Source: an optimization exercise on an open RTL-to-GDS flow (aim: small area and a short achievable clock period). Production flows keep margins and buffers that such runs may drop. RTL that was checked went through simulation tests only; none was proved equivalent to the original. Power figures rest on the tool's default switching activity, not on a simulated workload.

## cpu_top
module cpu_top #(
    parameter int FRAC_BITS = 15
) (
    input  wire logic         clk,
    input  wire logic         rst_n,
    input  wire logic         in_valid,
    input  wire logic [31:0]  instruction,
    output logic              out_valid,
    output logic              instruction_fail,
    output cpu_pkg::data_t    out_0,
    output cpu_pkg::data_t    out_1,
    output cpu_pkg::data_t    out_2,
    output cpu_pkg::data_t    out_3,
    output cpu_pkg::data_t    out_4,
    output cpu_pkg::data_t    out_5
);
Size: ~1700 cells after synthesis, about 130 I/O pins, about 16000 µm² of cells after synthesis.
export LEC_CHECK = 0
export CAP_MARGIN = 20
export CORE_MARGIN = 2
export CORE_UTILIZATION = 65
export CTS_CLUSTER_DIAMETER = 85
export CTS_CLUSTER_SIZE = 25
export PLACE_DENSITY = 0.72
export SETUP_SLACK_MARGIN = 1.95
export SLEW_MARGIN = 20
create_clock -name core_clock -period 5.0 [get_ports {clk}]
standard.sh (not shown) runs the stock make flow with config.mk's settings and CLKGATE_MAP_FILE= SYNTH_SCRIPT=/design/flow/synth_recipe.tcl, a recipe that flattens the netlist after the stock synthesis.
==> flow/flow/run.sh <==
#!/bin/bash
# The standard layout, with plain buffers (not delay cells) on the ports.
set -euo pipefail
bash standard.sh BUFFER_PORTS_ARGS="-buffer_cell sky130_fd_sc_hd__buf_1" finish > standard_flow.log 2>&1
==> next run, changes <==
CORE_UTILIZATION = 55   (was 65)
CTS_CLUSTER_DIAMETER = not set   (was 85)
CTS_CLUSTER_SIZE = not set   (was 25)
PLACE_DENSITY = not set   (was 0.72)
Outcome: Synthesized cell count does not change; worst setup slack is better by 0.0047 ns; die area increases by about a fifth; power increases by about a fifth; area after synthesis does not change; non-clock buffer count increases by 18; via count decreases slightly; clock power increases by well over a third; worst hold slack is worse by 0.0089 ns.
==> next run, changes <==
CORE_UTILIZATION = 65   (was 55)
CTS_CLUSTER_DIAMETER = 70   (was not set)
CTS_CLUSTER_SIZE = 20   (was not set)
PLACE_DENSITY = 0.72   (was not set)
SETUP_SLACK_MARGIN = 2.1   (was 1.95)
Result: Worst setup slack gains 0.018 ns; core utilization rose by 10 points; first-iteration DRC count rose by about 33%; sequential cell count does not change; clock skew rose by 0.0052 ns; cell count fell by 3.6%; hold slack gains 0.0090 ns.
==> next run, changes <==
CORE_UTILIZATION = 70   (was 65)
PLACE_DENSITY = 0.8   (was 0.72)
SETUP_SLACK_MARGIN = 1.95   (was 2.1)
Result: The changed run completed without violations; area after synthesis does not change; clock skew falls by 0.0030 ns; cell count falls by 2.7%.
==> next run, changes <==
CORE_UTILIZATION = 65   (was 70)
PLACE_DENSITY = 0.72   (was 0.8)
SETUP_SLACK_MARGIN = 1.8   (was 1.95)
=>
- final area goes down by about 1.4%
- wire length goes down by 2.1%
- count of clock-buffer cells in the layout goes down by 3
- worst hold slack hardly moves

== run A ==
Starting RTL as in the previous note.
==> flow/config.mk <==
export PLATFORM = sky130hd
export DESIGN_NAME = cpu_top
export DESIGN_NICKNAME = cpu_top
export VERILOG_FILES = /design/flow/design.v
export SDC_FILE = /design/flow/constraint.sdc
export NUM_CORES = 4
export LEC_CHECK = 0
export CAP_MARGIN = 20
export CORE_MARGIN = 2
export CORE_UTILIZATION = 65
export PLACE_DENSITY = 0.72
export SETUP_SLACK_MARGIN = 1.95
export SLEW_MARGIN = 20
==> flow/constraint.sdc <==
create_clock -name core_clock -period 5.0 [get_ports {clk}]
set_input_delay 1.0000 -clock core_clock [delete_from_list [all_inputs] [get_ports {clk}]]
set_output_delay 1.0000 -clock core_clock [all_outputs]
set_load 0.01 [all_outputs]
Scripts as last shown in full above: flow/flow/run.sh
The flow did not stop early for run A: all stages ran, and the layout cleared the timing, design-rule and antenna checks.
--- input diff run A..run B ---
Settings: putting CTS_CLUSTER_DIAMETER at 70 where nothing was set; putting CTS_CLUSTER_SIZE at 20 where nothing was set.
==> run notes <==
- Sort run A and run B by longest individual stage delay on the worst path, ascending, and run B comes first.
- ~same worst setup slack in run A and run B
- In the metrics for run A and run B, the one carrying the higher sequential share of layout area is run B.
- Cmp run B vs run A: standby leakage power lower in run B
- Run B: global-route usage 0.44 points below run A
#### Input delta (run C over run B)
Settings: CTS_CLUSTER_DIAMETER no longer set, was 70; CTS_CLUSTER_SIZE no longer set, was 20; PLACE_DENSITY now 0.8, was 0.72; CORE_UTILIZATION now 70, was 65.
--- outcome ---
Looking at wire length after detailed routing, run C sits 4.1% higher than run B does.
Relative to run B, the global-route usage of run C is higher by 4.0 points.
Total power: run C above run B
Between run B and run C, the combinational power does not differ in any meaningful way.
Between run C and run B, it is run C whose number of cell instances on the worst register-to-register path is lower, by 3.
Diff run B -> run C | global-route wire length before repair | up slightly
In the flow results for run B and run C, the worst path required time is smaller on run B.
The switching power as a share of total power in run C was higher than what run B gave.
Here is what was changed in the inputs of run D compared with run C.
Settings: CORE_UTILIZATION now 55, was 70; CTS_CLUSTER_DIAMETER now 100, previously not set; CTS_CLUSTER_SIZE now 30, previously not set; PLACE_DENSITY no longer set, was 0.8.
Notes after the runs:
Going from run C to run D, the critical path buffer and inverter count was found to have gone up by 1.
Routed wirelength normalized by instance count went down slightly going from run C to run D.
[compare] base=run C new=run D: total of cells resized after clock tree synthesis up about 34%; combinational fraction of design power now sits higher.
Between run D and run C, it is run D whose multi-input combinational area share is higher, by 0.98 points.
The total of clock buffers placed in the layout of run D is lower than that of run C.
Measured against each other, run C and run D differ in number of standard cells in the layout, taps in and fillers out, the higher figure coming from run D.
Sort run C and run D by length in cells of the worst reg-to-reg path, descending, and run C comes first.
Measured against each other, run C and run D differ in fraction of the cycle the final worst path needs, the higher figure coming from run D.
Relative to run C, setup slack decreased by 0.085 ns in run D.
Run D vs run C on met1 global-route usage: run D is the lower one.

TR:
cpu_top, a different RTL version from the one above (not shown whole).
Size in the first run: roughly 1700 cells after synthesis, roughly 260 flip-flops, ~130 I/O pins, roughly 0.017 sq mm of cells after synthesis.
Settings: LEC_CHECK=0, CAP_MARGIN=20, CORE_MARGIN=2, CORE_UTILIZATION=55, SETUP_SLACK_MARGIN=2.3, SLEW_MARGIN=20; clock period 5.0 ns.
==> flow/flow/run.sh <==
#!/bin/bash
# The standard layout, with plain buffers (not delay cells) on the ports.
set -euo pipefail
bash standard.sh BUFFER_PORTS_ARGS="-buffer_cell sky130_fd_sc_hd__buf_2" finish > standard_flow.log 2>&1
TR ended with every stage complete and zero timing, DRC or antenna violations.
Here is what was changed in the inputs of PW compared with TR.
Settings: a change of SETUP_SLACK_MARGIN from 2.3 to 1.95.
No stage failed in PW, and the final checks on the layout all came back clean. Sum of met2 wire segment lengths after detailed routing is higher on TR. PW against TR; post-route cell area is down by a little under 10%. PW vs TR: global-route track usage on met3 up in PW. For the leakage power summed over all cells, PW came in 0.61 nW lower than TR did. PW — worst hold slack 0.0044 ns lower, TR as reference.
Function was not checked in any run of this note: the RTL went through the layout flow alone.

[port drivers added, routing unchanged]
In the flow no input, the clock included, has a driving cell. The finished layouts below were timed again as built, in two steps.
Step 1 (the two cells are an assumption about what drives the block):
set clk [get_ports {clk}]
set_driving_cell -lib_cell sky130_fd_sc_hd__clkbuf_16 $clk
set_driving_cell -lib_cell sky130_fd_sc_hd__buf_2 [delete_from_list [all_inputs] $clk]
Step 2 adds t to the input delays and takes it off the output delays; t is the mean of the earliest and latest rising clock arrival at the registers after step 1. Input paths then give back, and output paths get back, about the clock's delay inside the block.
Slacks: ideal / step 1 / step 2; pairs: ideal / step 1.
| run | shift t [ns] | slack for setup (ns) | slew at the worst register clock pin (ns) | worst data-port slew with drivers (ns) | pins driven straight from the clock port |
|---|---|---|---|---|---|
| the first run of note 1 | 0.548 | 1.962 / 1.967 / 1.443 | 0.11 / 0.11 | 0.07 | 1 |
| the second run of note 1 | 0.601 | 1.967 / 1.971 / 1.372 | 0.07 / 0.07 | 0.06 | 1 |
| the third run of note 1 | 0.558 | 1.984 / 2.010 / 1.452 | 0.09 / 0.09 | 0.06 | 1 |
| the fourth run of note 1 | 0.555 | 1.910 / 1.920 / 1.365 | 0.09 / 0.09 | 0.05 | 1 |
| the fifth run of note 1 | 0.570 | 1.785 / 1.806 / 1.245 | 0.08 / 0.08 | 0.06 | 1 |
| run A | 0.589 | 1.933 / 1.964 / 1.375 | 0.07 / 0.07 | 0.07 | 1 |
| run B | 0.554 | 1.932 / 1.941 / 1.387 | 0.09 / 0.09 | 0.07 | 1 |
| run C | 0.585 | 1.937 / 1.967 / 1.382 | 0.07 / 0.07 | 0.05 | 1 |
| run D | 0.546 | 1.853 / 1.861 / 1.315 | 0.12 / 0.12 | 0.06 | 1 |
| TR | 0.604 | 2.124 / 2.137 / 1.533 | 0.07 / 0.07 | 0.07 | 1 |
| PW | 0.601 | 1.990 / 1.990 / 1.473 | 0.06 / 0.06 | 0.09 | 1 |
After both steps every run listed still meets setup and hold. The setup slack of the second run of note 1, which loses most, moves by +0.004 ns with the drivers and by -0.595 ns with both steps.
